This is an optimization exercise on Yosys and OpenROAD, whose aim is small area, a short achievable clock period and few clock cycles per item, not a production implementation.
Where RTL was checked, it was by simulation tests only, not by an equivalence proof against the original.
Only the layout flow was run in runs 3 and 4; the RTL was not checked for function there.
Power figures rest on the tool's default switching activity, not on a simulated workload.

## flow/design.v (module list and top-level ports; edited modules follow where they fit)
// module dot4_tree: 717 lines
// module rows_add: 106 lines
// module systolic_top: 199 lines
module systolic_top (
    input  logic     clk,
    input  logic     rst_n,
    input  logic     wb_cyc,
    input  logic     wb_stb,
    input  logic     wb_we,
    input  logic [5:0]  wb_adr,
    input  logic [31:0] wb_dat_w,
    output logic [31:0] wb_dat_r,
    output logic     wb_ack
);
  // ...
==> flow/flow/run.sh <==
#!/bin/bash
set -euo pipefail
bash standard.sh SETUP_SLACK_MARGIN=6.5 finish > standard_flow.log 2>&1
==> flow/standard.sh <==
#!/bin/bash
# synth_recipe.tcl (not shown) runs the flow's synth.tcl, then flattens the netlist and writes it again
# the make line also repeats each setting of config.mk as NAME=value (left out here)
make -C /OpenROAD-flow-scripts/flow DESIGN_CONFIG=/design/flow/config.mk WORK_HOME=/design/flow/orfs CLKGATE_MAP_FILE= SYNTH_SCRIPT=/design/flow/synth_recipe.tcl "${@:-finish}"
==> flow/config.mk <==
export PLATFORM = sky130hd
export DESIGN_NAME = systolic_top
export DESIGN_NICKNAME = systolic_top
export VERILOG_FILES = /design/flow/design.v
export SDC_FILE = /design/flow/constraint.sdc
export NUM_CORES = 4
export LEC_CHECK = 0
export ABC_CLOCK_PERIOD_IN_PS = 3000
export CAP_MARGIN = 20
export CORE_MARGIN = 2
export CORE_UTILIZATION = 55
export CTS_CLUSTER_DIAMETER = 120
export CTS_CLUSTER_SIZE = 24
export SLEW_MARGIN = 20
==> flow/constraint.sdc <==
create_clock -name core_clock -period 10.0 [get_ports {clk}]
set_input_delay 2.0000 -clock core_clock [delete_from_list [all_inputs] [get_ports {clk}]]
set_output_delay 2.0000 -clock core_clock [all_outputs]
set_load 0.01 [all_outputs]
==> notes.md, run 1 <==
* Hold path depth at 0
* Synth Net Count at 3,850
* Area share of and/or/nand/nor cells after synthesis at 4.10%
* Max IR drop VDD at ~0.00019 V
* Power share of the combinational group at 21.9%
* Top Metal Used: met5
* Seq area share at 54.6%
* Post-synthesis compound-gate area fraction at between 10% and 20%
* Non-CTS inverters at 179
* Area occupied by multi-input gates at 0.0195 mm^2
* Largest net degree at the start of global routing at 187
* Number of synthesized flops with an enable pin at 800
* Most used DFF post-synth: edfxtp_1
* Seq Cell Count at between 1,000 and 1,500
* Cell mode on critical path: nand3_1
* Critical path buffers and inverters at 2
* Row cnt at about 110
* Largest area contributor in the netlist: edfxtp_1
* CP delay by family, top: simple AND/OR/NAND/NOR gates
* Worst Clk Skew at between 0.09 and 0.1 ns
* Synth warn at 5
* Synth top area cells: edfxtp_1, dfxtp_1, fa_1
* Synth top area share at 47.5%
* Sequential share of the synthesized area at 59.6%
* Crit end category: flip-flop
* Clock Power Share at 23.5%
* Global routing usage on met3 at 12.7%
* Largest contributor to cell area by class: registers
* TritonCTS Buffers at 52
* Layout fillers at 6,950
* Final net count at 3,793
* Fraction of area in multi-input gates at 35.2%
* Biggest cell delay along the critical path at approximately 0.71 ns
* Starting Density at between 50% and 60%
* Status: no timing/DRC/antenna violations
* Setup violators final at 0
Testbench counts, summed over its fixed seeds: cycles 43,776, jobs 384.
==> inputs of run 2 (changes only) <==
--- a/flow/config.mk
+++ b/flow/config.mk
@@ -10,3 +10,3 @@
 export CORE_MARGIN = 2
-export CORE_UTILIZATION = 55
+export CORE_UTILIZATION = 40
 export CTS_CLUSTER_DIAMETER = 120
==> notes.md, run 2 <==
* RSZ-0062 raised after global routing: true
* Vias at between 30,000 and 40,000
* Critical path class: flip-flop to flip-flop
* Biggest register: c_q
* Hold Fails Final Rpt at 0
* Initial antenna violation count at 5
* Die Width at 360 um
* DP Worst Slack at 4.30 ns
* Global Route Usage Sum at 25.7%
* Cells after Synth at about 3,500
* Row cnt at 130 (+17%)
* Final net count at 3,795 (+0.053%)
* Slowest CP cell: fa_1
* DR WL/cell at 33.0 um
* Max reg flops at 416
* Sequential share of the synthesized area at 59.6% (unchanged)
* Final Util at 44.5%
* TNS Setup at 0 ns
* Cells along the critical path: fa_1 -> fa_2 -> ha_4 -> a21o_1 -> a2111oi_4 -> buf_4 -> o21bai_1 -> o21ba_4 -> o21ai_4 -> a311oi_2 -> xnor2_2
* Synth warn at 5 (unchanged)
* Area occupied by multi-input gates at 0.0195 mm^2 (-0.14%)
* Status: no timing/DRC/antenna violations
* First-pass GRT wire length at 239,000 um
* Worst EP arrival at 4.01 ns
* PnR worst setup slack at 6.41 ns
* Setup violators final at 0 (unchanged)
* Synth unique cells at 72
* Port Buffer Count at 59
* Vias in the first global route at 32,100
* Synth top area share at 47.5% (unchanged)
* Biggest cell delay along the critical path at 0.57 ns (-0.14 ns)
* Worst Clk Skew at 0.0330 ns (-0.0573 ns)
* P per Cell Area at about 190 mW/mm^2
* Largest area contributor in the netlist: edfxtp_1
* WP data required at 10.42 ns
* Largest net degree at the start of global routing at 81 (-57%)
* Worst-path clk slew at 0.10 ns
* Drt via density at 6.34
* Most used DFF post-synth: edfxtp_1
* Commonest cells after routing, fill and taps aside: edfxtp_1, a22oi_1, fa_1
* FF+latch count, synth at 1,097
* Regs by FF count: c_q x416, a_mem x256, b_mem x128
* Worst-Margin Slew at 1.20 ns
* Design Area, Final at around 0.056 mm^2
* Synth top area cells: edfxtp_1, dfxtp_1, fa_1
* GP Congestion at 0.954
* Area of the mapped netlist at ~0.05 mm^2
* CP startpoint kind: flip-flop
* Worst Hold Class: flip-flop to flip-flop
* Leakage at around 19 nW
* CTS Buffer Depth at 3
* Iteration-0 DRC Markers at 5,222
* Worst-path fanout max at 4
* CTS sink count at between 1,000 and 1,500
* Die height at 360 um
* Top-count cell post-synth: edfxtp_1
* Drt drc at 0
* Crit end category: flip-flop
* Worst skew pair latency at 0.70 ns
* Starting Density at 40.3% (-15 points)
* Layout fillers at 11,100 (+60%)
* TritonCTS Buffers at 52 (unchanged)
* Minimum clock period at 3.59 ns
* Synth Area per Inst at 14.4 um^2
* Relative slew slack at 19.6%
* Share of synthesized registers carrying an async set or reset at 4.10%
* Number of synthesized flops with an enable pin at 800 (unchanged)
* Share of cells above drive strength 1 at between 10% and 20%
* Final worst-path cycle share at 35.9%
* Hpwl dp at roughly 110,000 um
* I/O pin total at 76
* Synth Net Count at 3,850 (unchanged)
* FMAX at 278 MHz
* Total gr overflow at 0
* Max cap viols at 0
* Max IR drop VDD at 0.000336 V (+77%)
* Commonest non-fill, non-tap cell in the layout: edfxtp_1
* Register area at 0.0303 mm^2
* TritonCTS clock tree: done
* Core ar. at 0.126 mm^2
* WL final at 170,000 um
* Max-slew violation count at 0
* Root Driver: clkbuf_16
* Area of placed instances at 0.0529 mm^2
* Post-route ant nets at 0
* Most frequent cells after synthesis: edfxtp_1, a22oi_1, dfxtp_1, fa_1, clkbuf_1
* Initial DRT Pass Iterations at 6
* Die area at 0.129 mm^2
* P&R area growth vs syn at 10.4%
* CTS H-tree lvls at 2
==> run 2: metal layers <==
layer	part of all wire [%]	global-route usage (%)	wire (um)
met1	39	36.1	66400
met2	43	37.8	73700
met3	13	7.37	22600
met4	4.4	9.28	7480
met5	0	0	0
==> run 2: final timing paths <==
check                             from     endpoint  slack, ns  cells past startpoint
setup / recovery           cs_rows[60]  c_q[15][22]       6.41                     11
hold / removal                    op_v         cs_v       0.39                      0
setup reg to reg           cs_rows[60]  c_q[15][22]       6.41                     11
hold reg to reg                   op_v         cs_v       0.39                      0
max in group asynchronous        rst_n         cs_v       8.27                      1
min in group asynchronous        rst_n          w_b       1.29                      1
==> run 2: final cells by class <==
type,count,share of cell area [%]
Sequential cell,1097,54.2
Timing Repair Buffer,193,3.31
Clock inverter,6,0.137
Clock buffer,92,2.65
Multi-Input combinational cell,1932,34.8
Antenna cell,3,0.0134
Inverter,179,1.21
Tap cell,1650,3.69
==> run 2: cells by family after synthesis <==
family	Yosys count	synth area share [%]
AOI/OAI and AO/OA	865	13.2
xor gates and xnor gates	304	5.26
adders and majority gates	297	10.9
buffers and inverters	483	3.90
DFF	1097	59.6
muxes	69	3.05
and+or+nand+nor	395	4.10
==> run 2: repair_timing <==
action | CTS | global route
resized for setup | 226 | 78
hold buffers | 0 | 0
pin swaps | 26 | 31
buffers inserted | 24 | 27
cloned | 2 | 3
setup endpoints to repair | 120 | 51
==> run 2: metrics by stage <==
step / instances / power (W) / hold slack (ns)
finish: 5152 / 0.0104 / 0.385
global route: 5149 / 0.0107 / 0.413
CTS: 5113 / 0.0103 / 0.389
detailed placement: 4989 / 0.00770 / 0.364
global placement: 4988 / 0.00769 / 0.362
floorplan: 3510 / 0.00679 / 0.354
==> run 2: power breakdown <==
part           internal, W  total, W  switching [W]
Clock              0.00103   0.00250        0.00147
Sequential         0.00516   0.00579       0.000627
Combinational     0.000815   0.00211        0.00130
==> run 2: worst max-delay path, delay by kind of cell (launching register included) <==
| kind | cells | cell delay, ns |
|---|---|---|
| flops | 1 | 0.33 |
| xor+xnor | 1 | 0.18 |
| buf+inv | 1 | 0.18 |
| compound gates | 6 | 1.42 |
| fa+ha+maj | 3 | 1.23 |
==> module systolic_top, before the edit <==
module systolic_top (
    input  logic     clk,
    input  logic     rst_n,
    input  logic     wb_cyc,
    input  logic     wb_stb,
    input  logic     wb_we,
    input  logic [5:0]  wb_adr,
    input  logic [31:0] wb_dat_w,
    output logic [31:0] wb_dat_r,
    output logic     wb_ack
);
    logic        req;
    logic        wr;
    logic        start;
    logic        lock;
    assign req   = wb_cyc && wb_stb && !wb_ack;
    assign wr    = req && wb_we && !lock;
    assign start = wr && (wb_adr == 6'd32) && wb_dat_w[0];
    always_ff @(posedge clk or negedge rst_n) begin
        if (!rst_n) begin
            wb_ack <= 1'b0;
        end else begin
            wb_ack <= req;
        end
    end
    logic        w_a;
    logic        w_b;
    logic [3:0]  w_idx;
    logic [15:0] w_dat;
    always_ff @(posedge clk or negedge rst_n) begin
        if (!rst_n) begin
            w_a <= 1'b0;
            w_b <= 1'b0;
        end else begin
            w_a <= wr && wb_adr[5:4] == 2'd0;
            w_b <= wr && wb_adr[5:4] == 2'd1;
        end
    end
    always_ff @(posedge clk) begin
        w_idx <= wb_adr[3:0];
        w_dat <= wb_dat_w[15:0];
    end
    logic [15:0] a_mem [16];
    logic [7:0]  b_mem [16];
    logic [15:0] a_vld;
    logic [15:0] b_vld;
    always_ff @(posedge clk) begin
        if (w_a) begin
            a_mem[w_idx] <= w_dat;
        end
        if (w_b) begin
            b_mem[w_idx] <= w_dat[7:0];
        end
    end
    always_ff @(posedge clk or negedge rst_n) begin
        if (!rst_n) begin
            a_vld <= '0;
            b_vld <= '0;
        end else begin
            if (w_a) begin
                a_vld[w_idx] <= 1'b1;
            end
            if (w_b) begin
                b_vld[w_idx] <= 1'b1;
            end
        end
    end
    logic        run;
    logic [3:0]  fcnt;
    logic        op_v;
    logic        cs_v;
    logic        st_busy;
    logic        st_done;
    logic        c_vld;
    always_ff @(posedge clk or negedge rst_n) begin
        if (!rst_n) begin
            run     <= 1'b0;
            fcnt    <= '0;
            op_v    <= 1'b0;
            cs_v    <= 1'b0;
            st_busy <= 1'b0;
            st_done <= 1'b0;
            c_vld   <= 1'b0;
        end else begin
            op_v <= start || run;
            cs_v <= op_v;
            if (start) begin
                run     <= 1'b1;
                fcnt    <= 4'd1;
                st_busy <= 1'b1;
                st_done <= 1'b0;
                c_vld   <= 1'b1;
            end
            if (run) begin
                fcnt <= fcnt + 1'b1;
                if (fcnt == 4'd15) begin
                    run <= 1'b0;
                    st_busy <= 1'b0;
                    st_done <= 1'b1;
                end
            end
        end
    end
    assign lock = op_v || cs_v;
    logic [15:0] op_a [4];
    logic [15:0] op_one;
    logic [15:0] op_two;
    logic [15:0] op_neg;
    logic [3:0]  row_sel;
    logic [3:0]  col_sel;
    always_comb begin
        for (int x = 0; x < 4; x++) begin
            row_sel[x] = (fcnt[3:2] == 2'(x));
            col_sel[x] = (fcnt[1:0] == 2'(x));
        end
    end
    always_ff @(posedge clk) begin
        for (int k = 0; k < 4; k++) begin
            logic [15:0] a;
            logic        av;
            logic [7:0]  b;
            logic        bv;
            logic [8:0]  bx;
            a  = '0;
            av = 1'b0;
            b  = '0;
            bv = 1'b0;
            for (int x = 0; x < 4; x++) begin
                a  = a  | ({16{row_sel[x]}} & a_mem[4*x + k]);
                av = av | (row_sel[x] & a_vld[4*x + k]);
                b  = b  | ({8{col_sel[x]}} & b_mem[4*k + x]);
                bv = bv | (col_sel[x] & b_vld[4*k + x]);
            end
            op_a[k] <= a;
            bx = {((av && bv) ? b : 8'd0), 1'b0};
            for (int m = 0; m < 4; m++) begin
                op_one[4*k+m] <= bx[2*m+1] ^ bx[2*m];
                op_two[4*k+m] <= (bx[2*m+2] && !bx[2*m+1] && !bx[2*m]) ||
                                 (!bx[2*m+2] && bx[2*m+1] && bx[2*m]);
                op_neg[4*k+m] <= bx[2*m+2];
            end
        end
    end
    localparam int ROWS = 4;
    logic [ROWS*26-1:0] tree_rows;
    logic [ROWS*26-1:0] cs_rows;
    logic [25:0]        cs_sum;
    dot4_tree u_tree (
        .a0   (op_a[0]),
        .a1   (op_a[1]),
        .a2   (op_a[2]),
        .a3   (op_a[3]),
        .one  (op_one),
        .two  (op_two),
        .neg  (op_neg),
        .rows (tree_rows)
    );
    always_ff @(posedge clk) begin
        cs_rows <= tree_rows;
    end
    rows_add u_add (
        .rows (cs_rows),
        .sum  (cs_sum)
    );
    logic [25:0] c_q [16];
    always_ff @(posedge clk) begin
        if (cs_v) begin
            for (int e = 0; e < 15; e++) begin
                c_q[e] <= c_q[e+1];
            end
            c_q[15] <= cs_sum;
        end
    end
    logic [25:0] rd_d;
    logic [25:0] rd_q;
    logic [15:0] sel_a;
    logic [15:0] sel_b;
    logic [15:0] sel_c;
    always_comb begin
        for (int w = 0; w < 16; w++) begin
            sel_a[w] = (wb_adr == 6'(w)) && a_vld[w];
            sel_b[w] = (wb_adr == 6'(16 + w)) && b_vld[w];
            sel_c[w] = (wb_adr == 6'(48 + w)) && c_vld;
        end
        rd_d = '0;
        for (int w = 0; w < 16; w++) begin
            rd_d = rd_d | ({26{sel_a[w]}} & 26'($signed(a_mem[w])))
                        | ({26{sel_b[w]}} & 26'($signed(b_mem[w])))
                        | ({26{sel_c[w]}} & c_q[w]);
        end
        if (wb_adr == 6'd33) begin
            rd_d[1:0] = {st_done, st_busy};
        end
    end
    always_ff @(posedge clk) begin
        rd_q <= rd_d;
    end
    assign wb_dat_r = {{6{rd_q[25]}}, rd_q};
endmodule
==> inputs of run 3 (changes only) <==
--- a/flow/design.v
+++ b/flow/design.v
@@ -990,8 +990,16 @@
     logic [25:0] c_q [16];
+    logic        cs_first;
+    logic [3:0]  c_ofs;
+    logic [3:0]  c_elem [16];
     always_ff @(posedge clk) begin
-        if (cs_v) begin
-            for (int e = 0; e < 15; e++) begin
-                c_q[e] <= c_q[e+1];
-            end
-            c_q[15] <= cs_sum;
+        for (int e = 0; e < 15; e++) begin
+            c_q[e] <= c_q[e+1];
+        end
+        c_q[15] <= cs_v ? cs_sum : c_q[0];
+        cs_first <= op_v && !cs_v;
+        c_ofs    <= cs_first ? 4'd0 : c_ofs + 1'b1;
+    end
+    always_comb begin
+        for (int w = 0; w < 16; w++) begin
+            c_elem[w] = 4'(w + 1) + c_ofs;
         end
@@ -1007,3 +1015,3 @@
             sel_b[w] = (wb_adr == 6'(16 + w)) && b_vld[w];
-            sel_c[w] = (wb_adr == 6'(48 + w)) && c_vld;
+            sel_c[w] = (wb_adr[5:4] == 2'd3) && (wb_adr[3:0] == c_elem[w]) && c_vld;
         end
==> notes.md, run 3 <==
* Vias in the first global route at 31,500 (-1.8%)
* P&R area growth vs syn at 14.0%
* Regs by FF count: c_q x416, a_mem x256, b_mem x128
* Commonest cells after routing, fill and taps aside: dfxtp_1, a22oi_1, edfxtp_1
* Worst skew pair latency at 0.69 ns (about the same)
* P per Cell Area at 194 mW/mm^2 (+4.2%)
* Hpwl dp at 105,000 um (-4.0%)
* R2R setup slack at 6.57 ns (+0.16 ns)
* CP startpoint kind: input port
* Largest area contributor in the netlist: dfxtp_1
* Setup violators final at 0 (unchanged)
* FMAX at 261 MHz (-6.2%)
* Synth Net Count at 3,981 (+3.4%)
* DR WL/cell at 30.2 um (-8.7%)
* Commonest non-fill, non-tap cell in the layout: dfxtp_1
* CTS sink count at 1,102 (+0.46%)
* Synth top area cells: dfxtp_1, edfxtp_1, fa_1
* Minimum clock period at 3.83 ns (+0.236 ns)
* RSZ-0062 raised after global routing: true
* TNS Setup at 0 ns (unchanged)
* Synth Area per Inst at 13.0 um^2 (-9.9%)
* FF+latch count, synth at 1,102 (+0.46%)
* TritonCTS Buffers at 53 (+1.9%)
* Final worst-path cycle share at 38.3% (+2.4 points)
* Share of synthesized registers carrying an async set or reset at 4.08% (-0.019 points)
* Sequential share of the synthesized area at 55.3% (-4.3 points)
* I/O pin total at 76 (unchanged)
* Final net count at 3,998 (+5.3%)
* Core ar. at 0.118 mm^2 (-6.3%)
* Synth unique cells at 67 (-6.9%)
* FF-to-FF End: c_q[15][23]
* Worst-path clk slew at 0.10 ns (about the same)
* Cells after Synth at 3,634 (+3.5%)
* Design Area, Final at 0.0538 mm^2 (-3.7%)
* Top-count cell post-synth: dfxtp_1
* Leakage at 19.5 nW (+2.0%)
* Worst EP arrival at 4.40 ns (+0.39 ns)
* Initial antenna violation count at 8 (+3)
* Die area at 0.121 mm^2 (-6.6%)
* Max IR drop VDD at 0.000306 V (-8.7%)
* Most used DFF post-synth: dfxtp_1
* Initial DRT Pass Iterations at 9 (+3)
* Worst Clk Skew at 0.0720 ns (+0.0390 ns)
* Biggest cell delay along the critical path at 0.58 ns (about the same)
* Cell mode on critical path: buf_12
* First-pass GRT wire length at 225,000 um (-6.0%)
* Synth warn at 7 (+2)
* Iteration-0 DRC Markers at 4,219 (-19%)
* Starting Density at 40.2% (-0.16 points)
* Synth top area share at 28.5% (-19 points)
* Drt drc at 0 (unchanged)
* Worst-Margin Slew at 1.10 ns (-0.103 ns)
* Root Driver: clkbuf_16
* GP Congestion at 0.950 (-0.45%)
* Crit end category: flip-flop
* CTS Buffer Depth at 3 (unchanged)
* Area of the mapped netlist at 0.0472 mm^2 (-6.7%)
* Hold path depth at 0 (unchanged)
* Worst hold path endpoint: c_q[2][2]
* Slowest CP cell: or4_4
* Total gr overflow at 0 (unchanged)
* Hold buffer count at CTS at 0 (unchanged)
* Status: no timing/DRC/antenna violations
* Area of placed instances at 0.0495 mm^2 (-6.4%)
* Hold_sp: c_q[3][2]
* Max reg flops at 416 (unchanged)
* Largest net degree at the start of global routing at 49 (-40%)
* Drt via density at 6.07 (-4.3%)
* Max-slew violation count at 0 (unchanged)
* Post-route ant nets at 0 (unchanged)
* Die height at 348 um (-3.4%)
* Most frequent cells after synthesis: dfxtp_1, a22oi_1, edfxtp_1, fa_1, clkbuf_1
* CTS H-tree lvls at 2 (unchanged)
* Number of synthesized flops with an enable pin at 384 (-52%)
* Die Width at 348 um (-3.4%)
* Worst r2r src: cs_rows[12]
* Overall Power at 0.0104 W (+0.30%)
* Biggest register: c_q
* Worst Hold Class: flip-flop to flip-flop
* Max cap viols at 0 (unchanged)
* WL final at 157,000 um (-7.5%)
* TritonCTS clock tree: done
* Global Route Usage Sum at 25.6% (-0.11 points)
* WP data required at 10.58 ns (+0.16 ns)
* Worst r2r path cells at 11 (unchanged)
* Share of cells above drive strength 1 at 16.8% (+2.4 points)
* Port Buffer Count at 59 (unchanged)
* Cells along the critical path: buf_6 -> buf_12 -> xor2_4 -> buf_12 -> xnor2_4 -> and3_4 -> buf_12 -> a22o_1 -> a221oi_2 -> nand4_1 -> or4_4
* Relative slew slack at 26.7% (+7.1 points)
* Critical path class: input port to flip-flop
* Worst-path fanout max at 6 (+2)
* Row cnt at 126 (-3.1%)
* Hold Fails Final Rpt at 0 (unchanged)
* Vias at 31,600 (-3.2%)
## run 3: layer usage
| metal | vias up | wire, um | track usage [%] |
|---|---|---|---|
| met5 | - | 71 | 0 |
| met1 | 16000 | 61300 | 34.5 |
| met2 | 1945 | 70600 | 39.9 |
| li1 | 13300 | - | - |
| met4 | 10 | 8680 | 11.5 |
| met3 | 407 | 16700 | 5.09 |
## run 3: cell families after synthesis
| logic type | synth area share [%] |
|---|---|
| flops | 55.3 |
| xor+xnor | 6.04 |
| compound gates | 13.7 |
| buf+inv | 4.07 |
| fa+ha+maj | 11.9 |
| mux | 4.01 |
| simple gates | 4.95 |
## run 3: critical path, delay by kind of cell
| family | cells | cell delay, ns |
|---|---|---|
| buffers and inverters | 4 | 0.52 |
| AO/OA/AOI/OAI | 2 | 0.37 |
| XOR/XNOR | 2 | 0.32 |
| AND/OR/NAND/NOR | 3 | 1.18 |
## run 3: how the worst max path moves through the flow
stage               from      end  slack [ns]
3_5_place_dp   wb_adr[5]  rd_q[2]        3.97
3_3_place_gp   wb_adr[5]  rd_q[2]        4.01
6_report       wb_adr[3]  rd_q[2]        6.17
4_1_cts        wb_adr[3]  rd_q[2]        6.23
5_1_grt        wb_adr[3]  rd_q[2]        6.20
2_1_floorplan  wb_adr[3]  rd_q[2]        6.08
## run 3: cell type report
cell class              count  area (um^2)
clock buffers              76         1410
repair buffers            264         2820
multi-input cells        2047        20700
flip-flops and latches   1102        26200
clock inverters             6          111
inverters                 183          694
diodes                      2         5.00
well taps                1536         1920
fillers                 10500        63800
## run 3: power by group
part | switching, W | internal [W]
Combinational | 0.00140 | 0.00102
Sequential | 0.000649 | 0.00490
Clock | 0.00145 | 0.00101
## run 3: stage by stage
step | hold WS, ns | instances | utilization (%) | setup WS, ns
after detailed placement | 0.334 | 5013 | 42.1 | 3.97
final | 0.341 | 5216 | 45.8 | 6.17
after CTS | 0.342 | 5184 | 45.2 | 6.23
after floorplan | 0.330 | 3634 | - | 6.08
after global placement | 0.332 | 5012 | 42.1 | 4.01
after global routing | 0.343 | 5214 | 45.8 | 6.20
## run 3: repair_timing
| action | CTS | global route |
|---|---|---|
| setup endpoints to repair | 125 | 44 |
| resized for setup | 376 | 80 |
| gates cloned | 9 | 1 |
| pin swaps | 80 | 43 |
| buffers inserted | 80 | 26 |
==> inputs of run 4 (changes only) <==
--- a/flow/design.v
+++ b/flow/design.v
@@ -990,20 +990,10 @@
     logic [25:0] c_q [16];
-    logic        cs_first;
-    logic [3:0]  c_ofs;
-    logic [3:0]  c_elem [16];
     always_ff @(posedge clk) begin
-        for (int e = 0; e < 15; e++) begin
-            c_q[e] <= c_q[e+1];
+        if (cs_v) begin
+            for (int e = 0; e < 15; e++) begin
+                c_q[e] <= c_q[e+1];
+            end
+            c_q[15] <= cs_sum;
         end
-        c_q[15] <= cs_v ? cs_sum : c_q[0];
-        cs_first <= op_v && !cs_v;
-        c_ofs    <= cs_first ? 4'd0 : c_ofs + 1'b1;
     end
-    always_comb begin
-        for (int w = 0; w < 16; w++) begin
-            c_elem[w] = 4'(w + 1) + c_ofs;
-        end
-    end
-    logic [25:0] rd_d;
-    logic [25:0] rd_q;
     logic [15:0] sel_a;
@@ -1011,3 +1001,10 @@
     logic [15:0] sel_c;
+    logic [25:0] rd_d;
+    logic        sb_d;
+    logic        sab_d;
+    logic [25:0] rd_q;
+    logic        sb_q;
+    logic        sab_q;
     always_comb begin
+        logic sa;
         for (int w = 0; w < 16; w++) begin
@@ -1015,9 +1012,13 @@
             sel_b[w] = (wb_adr == 6'(16 + w)) && b_vld[w];
-            sel_c[w] = (wb_adr[5:4] == 2'd3) && (wb_adr[3:0] == c_elem[w]) && c_vld;
+            sel_c[w] = (wb_adr == 6'(48 + w)) && c_vld;
         end
         rd_d = '0;
+        sa   = 1'b0;
+        sb_d = 1'b0;
         for (int w = 0; w < 16; w++) begin
-            rd_d = rd_d | ({26{sel_a[w]}} & 26'($signed(a_mem[w])))
-                        | ({26{sel_b[w]}} & 26'($signed(b_mem[w])))
+            rd_d = rd_d | ({26{sel_a[w]}} & {10'd0, a_mem[w]})
+                        | ({26{sel_b[w]}} & {18'd0, b_mem[w]})
                         | ({26{sel_c[w]}} & c_q[w]);
+            sa   = sa   | (sel_a[w] & a_mem[w][15]);
+            sb_d = sb_d | (sel_b[w] & b_mem[w][7]);
         end
@@ -1026,7 +1027,11 @@
         end
+        sab_d = sa || sb_d;
     end
     always_ff @(posedge clk) begin
-        rd_q <= rd_d;
+        rd_q  <= rd_d;
+        sb_q  <= sb_d;
+        sab_q <= sab_d;
     end
-    assign wb_dat_r = {{6{rd_q[25]}}, rd_q};
+    assign wb_dat_r = {{6{rd_q[25]}}, rd_q[25:16], rd_q[15:8] | {8{sb_q}}, rd_q[7:0]} |
+                      {{16{sab_q}}, 16'd0};
 endmodule
==> notes.md, run 4 <==
* Biggest cell delay along the critical path at 0.65 ns (+0.07 ns)
* Number of synthesized flops with an enable pin at 800 (+110%)
* Root Driver: clkbuf_16
* Die area at 0.130 mm^2 (+7.7%)
* Iteration-0 DRC Markers at 5,559 (+32%)
* GP Congestion at 0.944 (-0.62%)
* CTS H-tree lvls at 2 (unchanged)
* FMAX at 278 MHz (+6.4%)
* Synth Area per Inst at 14.5 um^2 (+12%)
* Worst Hold Class: flip-flop to flip-flop
* Most frequent cells after synthesis: edfxtp_1, a22oi_1, dfxtp_1, fa_1, xor2_1
* DP Worst Slack at 4.29 ns (+0.320 ns)
* Vias at 32,800 (+3.6%)
* Starting Density at 40.4% (+0.27 points)
* Core ar. at 0.126 mm^2 (+7.0%)
* Crit end category: flip-flop
* Largest area contributor in the netlist: edfxtp_1
* Synth top area cells: edfxtp_1, dfxtp_1, fa_1
* Biggest register: c_q
* Max-slew violation count at 0 (unchanged)
* Global Route Usage Sum at 25.2% (-0.33 points)
* Layout fillers at 11,100 (+6.0%)
* Minimum clock period at 3.60 ns (-0.229 ns)
* Hold path depth at 1 (+1)
* Regs by FF count: c_q x416, a_mem x256, b_mem x128
* Max reg flops at 416 (unchanged)
* Placed insts at 4,978 (-0.70%)
* DR WL/cell at 32.8 um (+8.8%)
* Total gr overflow at 0 (unchanged)
* Area occupied by multi-input gates at 0.0198 mm^2 (-4.0%)
* Worst EP arrival at 4.19 ns (-0.21 ns)
* Row cnt at 130 (+3.2%)
* Final net count at 3,809 (-4.7%)
* Non-filler cells in the finished layout at 5,170 (-0.88%)
* Share of cells above drive strength 1 at 16.5% (-0.29 points)
* Max cap viols at 0 (unchanged)
* Worst skew pair latency at 0.71 ns (+0.02 ns)
* Initial antenna violation count at 9 (+1)
* Commonest cells after routing, fill and taps aside: edfxtp_1, a22oi_1, fa_1
* Share of synthesized registers carrying an async set or reset at 4.09% (+0.011 points)
* Critical path buffers and inverters at 1 (-3)
* TNS Setup at 0 ns (unchanged)
* Hold Fails Final Rpt at 0 (unchanged)
* I/O pin total at 76 (unchanged)
* P&R area growth vs syn at 11.3%
* P per Cell Area at 183 mW/mm^2 (-5.6%)
* Hpwl dp at 109,000 um (+3.8%)
* Synth top area share at 47.2% (+19 points)
* TritonCTS clock tree: done
* CP startpoint kind: input port
* CP delay by family, top: simple AND/OR/NAND/NOR gates
* WP data required at 10.59 ns (about the same)
* Leakage at 19.4 nW (-0.86%)
* Final worst-path cycle share at 36.0% (-2.3 points)
* PnR worst setup slack at 6.40 ns (+0.229 ns)
* Register area at 0.0303 mm^2 (+16%)
* Setup violators final at 0 (unchanged)
* Status: no timing/DRC/antenna violations
* Post-route ant nets at 0 (unchanged)
* Port Buffer Count at 59 (unchanged)
* Synth unique cells at 64 (-4.5%)
* Sequential share of the synthesized area at 59.4% (+4.1 points)
* Synth Net Count at 3,850 (-3.3%)
* Die height at 361 um (+3.8%)
* Cells along the critical path: buf_8 -> nand2b_4 -> nor3_2 -> and3_4 -> a22o_1 -> a221oi_2 -> nand3_1 -> nor2_4 -> nand2_1
* R2R setup slack at 6.48 ns (-0.09 ns)
* TritonCTS Buffers at 53 (unchanged)
* Worst r2r src: cs_rows[11]
* RSZ-0062 raised after global routing: true
* Cells after Synth at 3,510 (-3.4%)
* Critical path class: input port to flip-flop
* First-pass GRT wire length at 237,000 um (+5.2%)
* Max IR drop VDD at 0.000221 V (-28%)
* Area of the mapped netlist at 0.0509 mm^2 (+7.8%)
* Initial DRT Pass Iterations at 7 (-2)
* Hold buffer count at CTS at 0 (unchanged)
* FF+latch count, synth at 1,099 (-0.27%)
* Worst hold path endpoint: wb_ack
* Top-count cell post-synth: edfxtp_1
* FF-to-FF End: c_q[15][24]
* Worst Clk Skew at 0.0591 ns (-0.0129 ns)
* Worst r2r path cells at 11 (unchanged)
* Drt drc at 0 (unchanged)
* Die Width at 361 um (+3.8%)
* Largest net degree at the start of global routing at 165 (+240%)
* Relative slew slack at 17.6% (-9.2 points)
* Most used DFF post-synth: edfxtp_1
* CTS sink count at 1,099 (-0.27%)
* Commonest non-fill, non-tap cell in the layout: edfxtp_1
* Worst-path clk slew at 0.10 ns (about the same)
* CTS Buffer Depth at 3 (unchanged)
* Vias in the first global route at 31,900 (+1.4%)
* Slowest CP cell: and3_4
* Worst-Margin Slew at 1.23 ns (+0.136 ns)
* WL final at 170,000 um (+7.8%)
* Synth warn at 5 (-2)
* Hold_sp: wb_ack
* Drt via density at 6.34 (+4.6%)
* Worst-path fanout max at 16 (+10)
-- run 4: cell count changes in the layout (fill, tap and decap cells not counted), sizes merged, moves of 20 or more --
cell	previous run	this run
dfxtp	673	254
edfxtp	384	800
a22o	88	153
a221oi	90	144
a22oi	455	414
nand2	111	70
buf	205	171
a222oi	27	2
dlygate4sd2	33	9
clkbuf	79	99
-- run 4: cell type report --
type                    count  area share [%]
diodes                      7          0.0309
clock buffers              92            2.60
clock inverters             7           0.172
inverters                 178            1.19
multi-input cells        1930            35.0
flip-flops and latches   1099            53.5
well taps                1650            3.65
repair buffers            207            3.82
-- run 4: layer usage --
metal  share of wire, %  vias to the layer above  global-route usage [%]
met5              0.022                        -                       0
met4                4.7                        6                    9.88
met3                 13                      449                    7.30
met2                 44                     2333                    37.9
met1                 39                    16900                    34.5
li1                   -                    13200                       -
-- run 4: cells by family after synthesis --
group / after synthesis / synth area share, %
AOI/OAI and AO/OA: 855 / 13.1
xor gates and xnor gates: 306 / 5.27
muxes: 68 / 3.01
and+or+nand+nor: 403 / 4.24
adders and majority gates: 297 / 10.8
buffers and inverters: 482 / 4.11
DFF: 1099 / 59.4
-- run 4: how the worst max path moves through the flow --
stage | cells past startpoint | slack [ns] | end | startpoint
2_1_floorplan | 4 | 6.19 | c_vld | cs_v
3_3_place_gp | 9 | 4.31 | sab_q | wb_adr[3]
3_5_place_dp | 9 | 4.29 | rd_q[7] | wb_adr[3]
4_1_cts | 11 | 6.26 | c_q[15][24] | cs_rows[3]
5_1_grt | 11 | 6.35 | c_q[15][24] | cs_rows[11]
6_report | 9 | 6.40 | sab_q | wb_adr[3]
-- run 4: power breakdown --
| group | leakage (nW) | internal, W | switching, W |
|---|---|---|---|
| Clock | 0.743 | 0.00103 | 0.00149 |
| Sequential | 9.92 | 0.00518 | 0.000623 |
| Combinational | 8.71 | 0.000822 | 0.00122 |
-- run 4: stage by stage --
stage                     hold slack [ns]  cell area, um^2  power [W]  utilization (%)
after floorplan                     0.354            51600    0.00688                -
after global placement              0.429            53200    0.00770             42.3
after detailed placement            0.429            53300    0.00771             42.3
after CTS                           0.453            55800     0.0103             44.4
after global routing                0.467            56600     0.0107             45.0
final                               0.451            56600     0.0104             45.0
-- run 4: repair_timing --
item	4_1_cts	5_1_grt
gates cloned	1	3
resized for setup	264	139
buffers inserted	40	40
endpoints found under the setup margin	120	51
pin swaps	32	38
==> inputs of run 5 (changes only) <==
--- a/flow/design.v
+++ b/flow/design.v
@@ -998,2 +998,4 @@
     end
+    logic [25:0] rd_d;
+    logic [25:0] rd_q;
     logic [15:0] sel_a;
@@ -1001,10 +1003,3 @@
     logic [15:0] sel_c;
-    logic [25:0] rd_d;
-    logic        sb_d;
-    logic        sab_d;
-    logic [25:0] rd_q;
-    logic        sb_q;
-    logic        sab_q;
     always_comb begin
-        logic sa;
         for (int w = 0; w < 16; w++) begin
@@ -1015,10 +1010,6 @@
         rd_d = '0;
-        sa   = 1'b0;
-        sb_d = 1'b0;
         for (int w = 0; w < 16; w++) begin
-            rd_d = rd_d | ({26{sel_a[w]}} & {10'd0, a_mem[w]})
-                        | ({26{sel_b[w]}} & {18'd0, b_mem[w]})
+            rd_d = rd_d | ({26{sel_a[w]}} & 26'($signed(a_mem[w])))
+                        | ({26{sel_b[w]}} & 26'($signed(b_mem[w])))
                         | ({26{sel_c[w]}} & c_q[w]);
-            sa   = sa   | (sel_a[w] & a_mem[w][15]);
-            sb_d = sb_d | (sel_b[w] & b_mem[w][7]);
         end
@@ -1027,11 +1018,7 @@
         end
-        sab_d = sa || sb_d;
     end
     always_ff @(posedge clk) begin
-        rd_q  <= rd_d;
-        sb_q  <= sb_d;
-        sab_q <= sab_d;
+        rd_q <= rd_d;
     end
-    assign wb_dat_r = {{6{rd_q[25]}}, rd_q[25:16], rd_q[15:8] | {8{sb_q}}, rd_q[7:0]} |
-                      {{16{sab_q}}, 16'd0};
+    assign wb_dat_r = {{6{rd_q[25]}}, rd_q};
 endmodule
==> flow/flow/run.sh (replaced) <==
#!/bin/bash
set -euo pipefail
bash standard.sh synth > standard_synth.log 2>&1
bash standard.sh SETUP_SLACK_MARGIN=6.5 "DONT_USE_CELLS=sky130_fd_sc_hd__probe_p_8 sky130_fd_sc_hd__probec_p_8 sky130_fd_sc_hd__lpflow_bleeder_1 sky130_fd_sc_hd__lpflow_clkbufkapwr_1 sky130_fd_sc_hd__lpflow_clkbufkapwr_16 sky130_fd_sc_hd__lpflow_clkbufkapwr_2 sky130_fd_sc_hd__lpflow_clkbufkapwr_4 sky130_fd_sc_hd__lpflow_clkbufkapwr_8 sky130_fd_sc_hd__lpflow_clkinvkapwr_1 sky130_fd_sc_hd__lpflow_clkinvkapwr_16 sky130_fd_sc_hd__lpflow_clkinvkapwr_2 sky130_fd_sc_hd__lpflow_clkinvkapwr_4 sky130_fd_sc_hd__lpflow_clkinvkapwr_8 sky130_fd_sc_hd__lpflow_decapkapwr_12 sky130_fd_sc_hd__lpflow_decapkapwr_3 sky130_fd_sc_hd__lpflow_decapkapwr_4 sky130_fd_sc_hd__lpflow_decapkapwr_6 sky130_fd_sc_hd__lpflow_decapkapwr_8 sky130_fd_sc_hd__lpflow_inputiso0n_1 sky130_fd_sc_hd__lpflow_inputiso0p_1 sky130_fd_sc_hd__lpflow_inputiso1n_1 sky130_fd_sc_hd__lpflow_inputiso1p_1 sky130_fd_sc_hd__lpflow_inputisolatch_1 sky130_fd_sc_hd__lpflow_isobufsrc_1 sky130_fd_sc_hd__lpflow_isobufsrc_16 sky130_fd_sc_hd__lpflow_isobufsrc_2 sky130_fd_sc_hd__lpflow_isobufsrc_4 sky130_fd_sc_hd__lpflow_isobufsrc_8 sky130_fd_sc_hd__lpflow_isobufsrckapwr_16 sky130_fd_sc_hd__lpflow_lsbuf_lh_hl_isowell_tap_1 sky130_fd_sc_hd__lpflow_lsbuf_lh_hl_isowell_tap_2 sky130_fd_sc_hd__lpflow_lsbuf_lh_hl_isowell_tap_4 sky130_fd_sc_hd__lpflow_lsbuf_lh_isowell_4 sky130_fd_sc_hd__lpflow_lsbuf_lh_isowell_tap_1 sky130_fd_sc_hd__lpflow_lsbuf_lh_isowell_tap_2 sky130_fd_sc_hd__lpflow_lsbuf_lh_isowell_tap_4 sky130_fd_sc_hd__dlygate4sd1_1 sky130_fd_sc_hd__dlygate4sd2_1 sky130_fd_sc_hd__dlygate4sd3_1 sky130_fd_sc_hd__clkdlybuf4s15_1 sky130_fd_sc_hd__clkdlybuf4s15_2 sky130_fd_sc_hd__clkdlybuf4s18_1 sky130_fd_sc_hd__clkdlybuf4s18_2 sky130_fd_sc_hd__clkdlybuf4s25_1 sky130_fd_sc_hd__clkdlybuf4s25_2 sky130_fd_sc_hd__clkdlybuf4s50_1 sky130_fd_sc_hd__clkdlybuf4s50_2 sky130_fd_sc_hd__dlymetal6s2s_1 sky130_fd_sc_hd__dlymetal6s4s_1 sky130_fd_sc_hd__dlymetal6s6s_1" finish > standard_flow.log 2>&1
==> notes.md, run 5 <==
* Sw Pwr at 0.00345 W (+3.9%)
* Synth warn at 5 (unchanged)
* Max IR drop VDD at 0.000305 V (+38%)
* Die height at 360 um (-0.27%)
* DP Worst Slack at 4.31 ns (+0.0200 ns)
* Hold buffer count at CTS at 0 (unchanged)
* Iteration-0 DRC Markers at 5,473 (-1.5%)
* PnR worst setup slack at 6.16 ns (-0.243 ns)
* Max reg flops at 416 (unchanged)
* Cell mode on critical path: buf_1
* Global routing usage on met3 at 8.35% (+1.0 points)
* Design Area, Final at 0.0560 mm^2 (-1.1%)
* Commonest cells after routing, fill and taps aside: edfxtp_1, a22oi_1, fa_1
* Sw frac at 33.0% (+0.85 points)
* Critical path class: flip-flop to flip-flop
* Setup violators final at 0 (unchanged)
* Hold Fails Final Rpt at 0 (unchanged)
* Commonest non-fill, non-tap cell in the layout: edfxtp_1
* Overall Power at 0.0105 W (+1.2%)
* P&R area growth vs syn at 10.6%
* Biggest register: c_q
* Top-count cell post-synth: edfxtp_1
* Share of cells above drive strength 1 at 14.8% (-1.7 points)
* Root Driver: clkbuf_16
* Port Buffer Count at 59 (unchanged)
* First-pass GRT wire length at 243,000 um (+2.6%)
* Hold path depth at 0 (-1)
* Synth top area share at 47.5% (+0.25 points)
* GR Util met1 at 35.8% (+1.3 points)
* Crit end category: flip-flop
* Power share of the combinational group at 20.2% (+0.5 points)
* CTS H-tree lvls at 2 (unchanged)
* RSZ-0062 raised after global routing: true
* Clock Power Share at 24.2% (about the same)
* Max-slew violation count at 0 (unchanged)
* GR Util met2 at 38.3% (+0.33 points)
* Worst Hold Class: flip-flop to flip-flop
* Initial antenna violation count at 14 (+5)
* Synth Net Count at 3,850 (unchanged)
* FMAX at 260 MHz (-6.3%)
* CTS sink count at 1,097 (-0.18%)
* Worst-path fanout max at 2 (-14)
* Worst-Margin Slew at 1.26 ns (+0.0238 ns)
* TNS Setup at 0 ns (unchanged)
* Final worst-path cycle share at 38.4% (+2.4 points)
* Cells after Synth at 3,510 (unchanged)
* Final net count at 3,887 (+2.0%)
* WL final at 174,000 um (+2.4%)
* Cells along the critical path: fa_1 -> fa_1 -> ha_4 -> buf_1 -> buf_1 -> buf_2 -> buf_1 -> buf_1 -> buf_1 -> buf_1 -> buf_1 -> buf_1 -> buf_1 -> buf_1 -> buf_2 -> buf_1 -> buf_1 -> buf_1 -> buf_1 -> buf_1 -> buf_1 -> buf_1 -> buf_2 -> xnor2_2
* Synth top area cells: edfxtp_1, dfxtp_1, fa_1
* Die area at 0.129 mm^2 (-0.53%)
* Worst Clk Skew at 0.0917 ns (+0.0326 ns)
* CP delay by family, top: buffers and inverters
* Reg power frac at 55.5% (-0.5 points)
* Area of the mapped netlist at 0.0506 mm^2 (-0.54%)
* Worst skew pair latency at 0.75 ns (+0.04 ns)
* Critical Path Stages at 24 (+15)
* Slowest CP cell: fa_1
* Vias at 33,400 (+1.7%)
* Largest net degree at the start of global routing at 153 (-7.3%)
* Core ar. at 0.126 mm^2 (-0.26%)
* WP data required at 10.43 ns (-0.16 ns)
* Drt via density at 6.36 (+0.22%)
* Row cnt at 130 (unchanged)
* Largest area contributor in the netlist: edfxtp_1
* Drt drc at 0 (unchanged)
* GR peak layer: met2
* Starting Density at 40.3% (-0.11 points)
* TritonCTS clock tree: done
* Minimum clock period at 3.84 ns (+0.243 ns)
* Status: no timing/DRC/antenna violations
* Hpwl dp at 113,000 um (+3.8%)
* Die Width at 360 um (-0.27%)
* TritonCTS Buffers at 52 (-1.9%)
* GP Congestion at 0.964 (+2.2%)
* Total gr overflow at 0 (unchanged)
* Worst-path clk slew at 0.10 ns (about the same)
* FF+latch count, synth at 1,097 (-0.18%)
* CP startpoint kind: flip-flop
* Worst r2r path cells at 24 (+13)
* Worst EP arrival at 4.27 ns (+0.08 ns)
* Global Route Usage Sum at 26.1% (+0.87 points)
* Post-route ant nets at 0 (unchanged)
* Vias in the first global route at 32,500 (+1.8%)
* Initial DRT Pass Iterations at 6 (-1)
* P per Cell Area at 187 mW/mm^2 (+2.4%)
* Worst hold margin at 0.390 ns (-0.0611 ns)
* I/O pin total at 76 (unchanged)
* Share of synthesized registers carrying an async set or reset at 4.10% (+0.0075 points)
* CTS Buffer Depth at 3 (unchanged)
* Most used DFF post-synth: edfxtp_1
* Synth unique cells at 72 (+13%)
* Synth Area per Inst at 14.4 um^2 (-0.54%)
* Layout fillers at 11,200 (+0.72%)
* Relative slew slack at 15.9% (-1.7 points)
* Critical path buffers and inverters at 20 (+19)
* Most frequent cells after synthesis: edfxtp_1, a22oi_1, dfxtp_1, fa_1, clkbuf_1
* Max cap viols at 0 (unchanged)
* Leakage at 19.1 nW (-1.4%)
* DR WL/cell at 33.1 um (+0.92%)
* Number of synthesized flops with an enable pin at 800 (unchanged)
* Sequential share of the synthesized area at 59.6% (+0.24 points)
* Biggest cell delay along the critical path at 0.56 ns (-0.09 ns)
* Regs by FF count: c_q x416, a_mem x256, b_mem x128
* P_int at 0.00703 W (about the same)
* Area of placed instances at 0.0523 mm^2 (-1.7%)
==> run 5: worst reg2reg max path, cell delays in order, from the launching register on <==
cell     delay [ns]
dfxtp_2        0.33
fa_1           0.56
fa_1           0.46
ha_4           0.29
buf_1          0.08
buf_1          0.09
buf_2          0.10
buf_1          0.08
buf_1          0.08
buf_1          0.08
buf_1          0.09
buf_1          0.12
buf_1          0.09
buf_1          0.10
buf_1          0.08
buf_2          0.11
buf_1          0.10
buf_1          0.09
buf_1          0.08
buf_1          0.09
buf_1          0.08
buf_1          0.10
buf_1          0.12
buf_2          0.13
xnor2_2        0.07
==> run 5: cell type report <==
class,count,area (um^2),area share [%]
sequential,1097,30300,54.1
clock buffer,92,1480,2.65
multi-input combinational,1933,19600,35.0
tap,1650,2060,3.69
timing repair buffer,284,1740,3.11
clock inverter,6,131,0.235
inverter,179,677,1.21
antenna,6,15.0,0.0268
==> run 5: power groups by stage <==
stage	clock [W]	combinational [W]	sequential, W
final	0.00254	0.00212	0.00582
after detailed placement	0	0.00180	0.00590
after floorplan	0	0.00142	0.00537
after CTS	0.00255	0.00195	0.00580
after global placement	0	0.00180	0.00590
after global routing	0.00271	0.00223	0.00584
==> run 5: worst paths after layout <==
path / startpoint / end / slack [ns]
min in group asynchronous: rst_n / run / 1.37
worst max-delay path: cs_rows[2] / c_q[15][2] / 6.16
worst min-delay path: op_v / cs_v / 0.39
max in group asynchronous: rst_n / cs_v / 7.41
worst min register to register: op_v / cs_v / 0.39
worst max register to register: cs_rows[2] / c_q[15][2] / 6.16
==> run 5: logic make-up after synthesis <==
family	count (synthesis)	share of synthesized area, %
simple gates	395	4.10
xor+xnor	304	5.26
fa+ha+maj	297	10.9
mux	69	3.05
flops	1097	59.6
compound gates	865	13.2
buf+inv	483	3.90
==> run 5: metrics by stage <==
step | utilization (%) | std cells
final | 44.6 | 5247
after CTS | 44.1 | 5213
after global routing | 44.6 | 5242
after detailed placement | 41.7 | 5005
after global placement | 41.7 | 5004
after floorplan | - | 3510
==> run 5: timing repair <==
action,4_1_cts,5_1_grt
buffers inserted,107,27
pin swaps,49,37
gates resized for setup,274,106
cloned,3,1
setup endpoints to repair,92,83
==> run 5: metal layers <==
layer	vias up	wire, um
li1	13300	-
met2	2415	75200
met4	12	8570
met5	-	76
met1	17100	66700
met3	465	23200
Testbench counts of run 5, summed over its fixed seeds: cycles 43,776, jobs 384.

what the ideal ports hide:
The flow's constraints put no driver on any port. The routed layouts listed below were extracted and timed again, unchanged, in two steps.
Step 1, drivers: a clkbuf_16 drives clk and a buf_2 each remaining input, both assumed.
Step 2 moves the port delays by t, midway between the first and last clock arrival at a register: inputs arrive t later, outputs are due t later. That takes back most of the time a late clock gives input paths.
a / b / c = no drivers / after step 1 / after step 2; a / b = the first two.
run | shift t [ns] | slack for setup (ns) | worst setup path at the end
run 1 | 0.752 | 6.437 / 6.402 / 5.651 | input to register
run 2 | 0.759 | 6.409 / 6.409 / 5.726 | input to register
run 3 | 0.732 | 6.172 / 6.209 / 5.476 | input to register
run 4 | 0.762 | 6.401 / 6.331 / 5.678 | input to register
run 5 | 0.775 | 6.159 / 6.159 / 5.705 | input to register
After both steps every run listed still meets setup and hold. For run 1, which loses most, drivers alone change the setup slack by -0.035 ns; drivers and shift together by -0.786 ns.
